What follows belongs to an exercise in optimizing a design on an open flow for small area; a production flow would make more cautious choices.
Only simulation tests tie the RTL to the original design; equivalence was not proved.
No activity file was given, so power comes from the tool's default toggle rates.

Design lock_top, start of the top module:
module lock_top (
  input  logic                 clk,
  input  logic                 rst,
  input  logic                 door_open,
  input  logic                 inside_button,
  input  logic [79:0] entry,
  input  logic                 entry_valid,
  input  logic                 code_wr,
  input  logic [1:0]         code_sel,
  input  logic [15:0]        code_value,
  output logic                 bolt,
  output logic                 beep,
  output logic                 keypad_en,
  output logic [2:0]         fail_count
);
Size: roughly 1,300 cells after synthesis, ~130 flip-flops, about 110 I/O pins.
export LEC_CHECK = 0
export CAP_MARGIN = 20
export CELL_PAD_IN_SITES_DETAIL_PLACEMENT = 1
export CELL_PAD_IN_SITES_GLOBAL_PLACEMENT = 1
export CORE_MARGIN = 2
export CORE_UTILIZATION = 28
export CTS_BUF_LIST = sky130_fd_sc_hd__clkbuf_4
export GPL_TIMING_DRIVEN = 0
export PLACE_DENSITY = 0.4
export SLEW_MARGIN = 20
export SYNTH_HIERARCHICAL = 1
create_clock -name core_clock -period 10.0 [get_ports {clk}]
standard.sh (not shown) runs the stock make flow with config.mk's settings and CLKGATE_MAP_FILE= SYNTH_SCRIPT=/design/flow/synth_recipe.tcl, a recipe that flattens the netlist after the stock synthesis.
==> flow/flow/run.sh <==
#!/bin/bash
# Standard ORFS layout with these changes:
#  - the port buffers start at the smallest buffer, for repair_design to
#    size up only where a load needs it;
#  - after the standard synthesis, flow/size_drivers.py re-sizes cells
#    (drive strength only): the inverters driving the compare array's
#    wide-fanout nets go to size 2, other combinational cells to size 1;
#  - the buffers synthesis left are removed at floorplan;
#  - clock tree synthesis as ORFS runs it, with clkbuf_4 buffers and
#    without dummy loads.
set -euo pipefail
KNOBS=(BUFFER_PORTS_ARGS="-buffer_cell sky130_fd_sc_hd__buf_1" REMOVE_ABC_BUFFERS=1
       CTS_ARGS="-sink_clustering_enable -repair_clock_nets -root_buf sky130_fd_sc_hd__clkbuf_8 -buf_list sky130_fd_sc_hd__clkbuf_4 -dont_use_dummy_load")
bash standard.sh "${KNOBS[@]}" synth > orfs_synth.log 2>&1
NET=orfs/results/sky130hd/lock_top/base/1_2_yosys.v
python3 flow/size_drivers.py "$NET" "$FLOW_HOME/platforms/sky130hd/lib/sky130_fd_sc_hd__tt_025C_1v80.lib" > size_drivers.log 2>&1
bash standard.sh "${KNOBS[@]}" finish > orfs_finish.log 2>&1
Other scripts of this flow, unchanged in this note and not shown: flow/flow/size_drivers.py
==> next run, changes <==
--- a/flow/flow/run.sh
+++ b/flow/flow/run.sh
@@ -7,9 +7,8 @@
 #    wide-fanout nets go to size 2, other combinational cells to size 1;
 #  - the buffers synthesis left are removed at floorplan;
-#  - clock tree synthesis as ORFS runs it, with clkbuf_4 buffers and
-#    without dummy loads.
+#  - clock tree synthesis as ORFS runs it, but without dummy loads.
 set -euo pipefail
 KNOBS=(BUFFER_PORTS_ARGS="-buffer_cell sky130_fd_sc_hd__buf_1" REMOVE_ABC_BUFFERS=1
-       CTS_ARGS="-sink_clustering_enable -repair_clock_nets -root_buf sky130_fd_sc_hd__clkbuf_8 -buf_list sky130_fd_sc_hd__clkbuf_4 -dont_use_dummy_load")
+       CTS_ARGS="-sink_clustering_enable -repair_clock_nets -buf_list sky130_fd_sc_hd__clkbuf_8 -sink_clustering_size 25 -sink_clustering_max_diameter 150 -dont_use_dummy_load")
 bash standard.sh "${KNOBS[@]}" synth > orfs_synth.log 2>&1
 NET=orfs/results/sky130hd/lock_top/base/1_2_yosys.v
- CTS_BUF_LIST: sky130_fd_sc_hd__clkbuf_4 -> sky130_fd_sc_hd__clkbuf_8
The new run passed the timing, DRC and antenna checks; final cell count does not change; clock skew shrinks by 0.0060 ns; routed wire length barely changes; cell area grows by 0.83%; via count shrinks by 0.74%; power grows by 3.1%; hold slack gets worse by 0.0067 ns.

========
Another version of the RTL of lock_top (not shown whole).
Size: roughly 82 flip-flops, roughly 110 I/O pins, ~13000 µm² of cells after synthesis.
export LEC_CHECK = 0
export CAP_MARGIN = 20
export CELL_PAD_IN_SITES_DETAIL_PLACEMENT = 1
export CELL_PAD_IN_SITES_GLOBAL_PLACEMENT = 1
export CORE_MARGIN = 2
export CORE_UTILIZATION = 28
export CTS_BUF_LIST = sky130_fd_sc_hd__clkbuf_8
export GPL_TIMING_DRIVEN = 0
export PLACE_DENSITY = 0.4
export SLEW_MARGIN = 20
export SYNTH_HIERARCHICAL = 1
create_clock -name core_clock -period 10.0 [get_ports {clk}]
==> flow/flow/run.sh <==
#!/bin/bash
# Standard ORFS layout with these changes:
#  - the port buffers are buf_2 for the entry bits (they drive the compare
#    array directly) and buf_1 for the other ports (flow/port_buffers.tcl,
#    after global placement); repair_design sizes up where a load needs it;
#  - after the standard synthesis, flow/size_drivers.py re-sizes cells
#    (drive strength only): the inverters driving the compare array's
#    wide-fanout nets go to size 2, other combinational cells to size 1;
#  - the buffers synthesis left are removed at floorplan;
#  - clock tree synthesis as ORFS runs it, but without dummy loads.
set -euo pipefail
KNOBS=(BUFFER_PORTS_ARGS="-buffer_cell sky130_fd_sc_hd__buf_2" REMOVE_ABC_BUFFERS=1
       POST_GLOBAL_PLACE_TCL="$PWD/flow/port_buffers.tcl"
       CTS_ARGS="-sink_clustering_enable -repair_clock_nets -buf_list {sky130_fd_sc_hd__clkbuf_4 sky130_fd_sc_hd__clkbuf_8} -dont_use_dummy_load")
bash standard.sh "${KNOBS[@]}" synth > orfs_synth.log 2>&1
NET=orfs/results/sky130hd/lock_top/base/1_2_yosys.v
python3 flow/size_drivers.py "$NET" "$FLOW_HOME/platforms/sky130hd/lib/sky130_fd_sc_hd__tt_025C_1v80.lib" > size_drivers.log 2>&1
bash standard.sh "${KNOBS[@]}" finish > orfs_finish.log 2>&1
==> flow/flow/port_buffers.tcl <==
# After global placement: the port buffers came in as buf_2. Only the entry
# bits' buffers drive the compare array, the bits of digits 2 to 17 with 12
# or 16 compare inputs each; every other port buffer goes back to buf_1.
# repair_design (the next step) sizes up any that need it.
set block [ord::get_db_block]
set small [get_lib_cell sky130_fd_sc_hd__buf_1]
set n 0
foreach inst [$block getInsts] {
  set name [$inst getName]
  if {![string match "input*" $name] && ![string match "output*" $name]} { continue }
  if {[[$inst getMaster] getName] ne "sky130_fd_sc_hd__buf_2"} { continue }
  set ports {}
  foreach it [$inst getITerms] {
    set net [$it getNet]
    if {$net eq "NULL"} { continue }
    foreach bt [$net getBTerms] { lappend ports [$bt getName] }
  }
  if {[llength $ports] != 1} { continue }
  if {[regexp {^entry\[(\d+)\]$} [lindex $ports 0] -> bit]} {
    set digit [expr {$bit / 4}]
    if {$digit >= 2 && $digit <= 17} { continue }
  }
  replace_cell [get_cells $name] $small
  incr n
}
puts "port buffers back to buf_1: $n"
Other scripts of this flow, unchanged in this note and not shown: flow/flow/size_drivers.py
==> next run, changes <==
--- a/flow/flow/run.sh
+++ b/flow/flow/run.sh
@@ -13,3 +13,3 @@
        POST_GLOBAL_PLACE_TCL="$PWD/flow/port_buffers.tcl"
-       CTS_ARGS="-sink_clustering_enable -repair_clock_nets -buf_list {sky130_fd_sc_hd__clkbuf_4 sky130_fd_sc_hd__clkbuf_8} -dont_use_dummy_load")
+       CTS_ARGS="-sink_clustering_enable -repair_clock_nets -buf_list sky130_fd_sc_hd__clkbuf_8 -dont_use_dummy_load")
 bash standard.sh "${KNOBS[@]}" synth > orfs_synth.log 2>&1
--- a/flow/flow/port_buffers.tcl
+++ b/flow/flow/port_buffers.tcl
@@ -1,5 +1,4 @@
 # After global placement: the port buffers came in as buf_2. Only the entry
-# bits' buffers drive the compare array, the bits of digits 2 to 17 with 12
-# or 16 compare inputs each; every other port buffer goes back to buf_1.
-# repair_design (the next step) sizes up any that need it.
+# bits' buffers drive the compare array; every other port buffer goes back
+# to buf_1. repair_design (the next step) sizes up any that need it.
 set block [ord::get_db_block]
@@ -18,6 +17,3 @@
   if {[llength $ports] != 1} { continue }
-  if {[regexp {^entry\[(\d+)\]$} [lindex $ports 0] -> bit]} {
-    set digit [expr {$bit / 4}]
-    if {$digit >= 2 && $digit <= 17} { continue }
-  }
+  if {[string match "entry*" [lindex $ports 0]]} { continue }
   replace_cell [get_cells $name] $small
Final area barely changes; routed wire length barely changes; sequential cell count is unchanged; core utilization stays flat; worst hold slack improved by 6.0 ps; fmax went up by 1.3%.
==> next run, changes <==
==> flow/flow/run.sh (replaced) <==
#!/bin/bash
# Standard ORFS layout with these changes:
#  - the port buffers are buf_2 (the entry bits' port buffers drive the
#    compare array directly); repair_design sizes up where a load needs it;
#  - after the standard synthesis, flow/size_drivers.py re-sizes cells
#    (drive strength only): the inverters driving the compare array's
#    wide-fanout nets go to size 2, other combinational cells to size 1;
#  - the buffers synthesis left are removed at floorplan.
set -euo pipefail
KNOBS=(BUFFER_PORTS_ARGS="-buffer_cell sky130_fd_sc_hd__buf_2" REMOVE_ABC_BUFFERS=1)
bash standard.sh "${KNOBS[@]}" synth > orfs_synth.log 2>&1
NET=orfs/results/sky130hd/lock_top/base/1_2_yosys.v
python3 flow/size_drivers.py "$NET" "$FLOW_HOME/platforms/sky130hd/lib/sky130_fd_sc_hd__tt_025C_1v80.lib" > size_drivers.log 2>&1
bash standard.sh "${KNOBS[@]}" finish > orfs_finish.log 2>&1
removed: flow/flow/port_buffers.tcl
=>
- power increases by 2.2%
- non-clock buffer count is unchanged
- synthesized area stays the same
==> next run, changes <==
--- a/flow/flow/run.sh
+++ b/flow/flow/run.sh
@@ -2,4 +2,5 @@
 # Standard ORFS layout with these changes:
-#  - the port buffers are buf_2 (the entry bits' port buffers drive the
-#    compare array directly); repair_design sizes up where a load needs it;
+#  - the port buffers are buf_2 for the entry bits (they drive the compare
+#    array directly) and buf_1 for the other ports (flow/port_buffers.tcl,
+#    after global placement); repair_design sizes up where a load needs it;
 #  - after the standard synthesis, flow/size_drivers.py re-sizes cells
@@ -9,3 +10,4 @@
 set -euo pipefail
-KNOBS=(BUFFER_PORTS_ARGS="-buffer_cell sky130_fd_sc_hd__buf_2" REMOVE_ABC_BUFFERS=1)
+KNOBS=(BUFFER_PORTS_ARGS="-buffer_cell sky130_fd_sc_hd__buf_2" REMOVE_ABC_BUFFERS=1
+       POST_GLOBAL_PLACE_TCL="$PWD/flow/port_buffers.tcl")
 bash standard.sh "${KNOBS[@]}" synth > orfs_synth.log 2>&1
==> flow/flow/port_buffers.tcl (new file) <==
# After global placement: the port buffers came in as buf_2. Only the entry
# bits' buffers drive the compare array; every other port buffer goes back
# to buf_1. repair_design (the next step) sizes up any that need it.
set block [ord::get_db_block]
set small [get_lib_cell sky130_fd_sc_hd__buf_1]
set n 0
foreach inst [$block getInsts] {
  set name [$inst getName]
  if {![string match "input*" $name] && ![string match "output*" $name]} { continue }
  if {[[$inst getMaster] getName] ne "sky130_fd_sc_hd__buf_2"} { continue }
  set ports {}
  foreach it [$inst getITerms] {
    set net [$it getNet]
    if {$net eq "NULL"} { continue }
    foreach bt [$net getBTerms] { lappend ports [$bt getName] }
  }
  if {[llength $ports] != 1} { continue }
  if {[string match "entry*" [lindex $ports 0]]} { continue }
  replace_cell [get_cells $name] $small
  incr n
}
puts "port buffers back to buf_1: $n"
The changed run finished with timing, DRC and antenna clean.
Critical path depth stays the same.
Via count came out higher by about 0.7%.
Utilization is about the same.
==> next run, changes <==
==> flow/flow/run.sh (replaced) <==
#!/bin/bash
# Standard ORFS layout with these changes:
#  - the port buffers are buf_2 (the entry bits' port buffers drive the
#    compare array directly); repair_design sizes up where a load needs it;
#  - after the standard synthesis, flow/size_drivers.py re-sizes cells
#    (drive strength only): the inverters driving the compare array's
#    wide-fanout nets go to size 2, other combinational cells to size 1;
#  - the buffers synthesis left are removed at floorplan.
set -euo pipefail
KNOBS=(BUFFER_PORTS_ARGS="-buffer_cell sky130_fd_sc_hd__buf_2" REMOVE_ABC_BUFFERS=1)
bash standard.sh "${KNOBS[@]}" synth > orfs_synth.log 2>&1
NET=orfs/results/sky130hd/lock_top/base/1_2_yosys.v
python3 flow/size_drivers.py "$NET" "$FLOW_HOME/platforms/sky130hd/lib/sky130_fd_sc_hd__tt_025C_1v80.lib" > size_drivers.log 2>&1
bash standard.sh "${KNOBS[@]}" finish > orfs_finish.log 2>&1
Settings changed: CTS_CLUSTER_DIAMETER set to 150, CTS_CLUSTER_SIZE set to 30.
removed: flow/flow/port_buffers.tcl
Outcome: The new run finished with timing, DRC and antenna clean. Worst setup slack is better by 150 ps. Combinational power is about the same. Routed wire length hardly moves. Clock skew came out lower by 3.4 ps. Synthesized cell count stays the same. Die area is unchanged. Utilization is about the same. Area after synthesis is unchanged.

## re-timing with driven ports
No port has a modelled driver above. Below, the same layouts with a new extraction and two added sets of constraints. Step 1, drivers: a clkbuf_16 drives clk and a buf_2 each remaining input, both assumed. Step 2, shift: input delay + t, output delay - t, t = (earliest + latest rising clock arrival at the registers) / 2. This alone moves slack from input paths to output paths. a / b / c = no drivers / after step 1 / after step 2; a / b = the first two.
| run | t, ns | setup slack, ns | worst data-port slew with drivers (ns) | cell pins on the clock port's net |
|---|---|---|---|---|
| the first run of note 1 | 0.532 | 3.302 / 3.334 / 2.801 | 0.06 | 1 |
| the second run of note 1 | 0.544 | 3.281 / 3.311 / 2.767 | 0.06 | 1 |
| the first run of note 2 | 0.395 | 3.382 / 3.399 / 3.005 | 0.05 | 1 |
| the second run of note 2 | 0.394 | 3.470 / 3.485 / 3.090 | 0.04 | 1 |
| the third run of note 2 | 0.400 | 3.518 / 3.536 / 3.136 | 0.05 | 1 |
| the fourth run of note 2 | 0.397 | 3.371 / 3.387 / 2.990 | 0.05 | 1 |
| the fifth run of note 2 | 0.400 | 3.518 / 3.536 / 3.136 | 0.05 | 1 |
After both steps setup and hold are still met in every run listed. For the second run of note 1, which loses most, drivers alone change the setup slack by +0.030 ns; drivers and shift together by -0.514 ns.
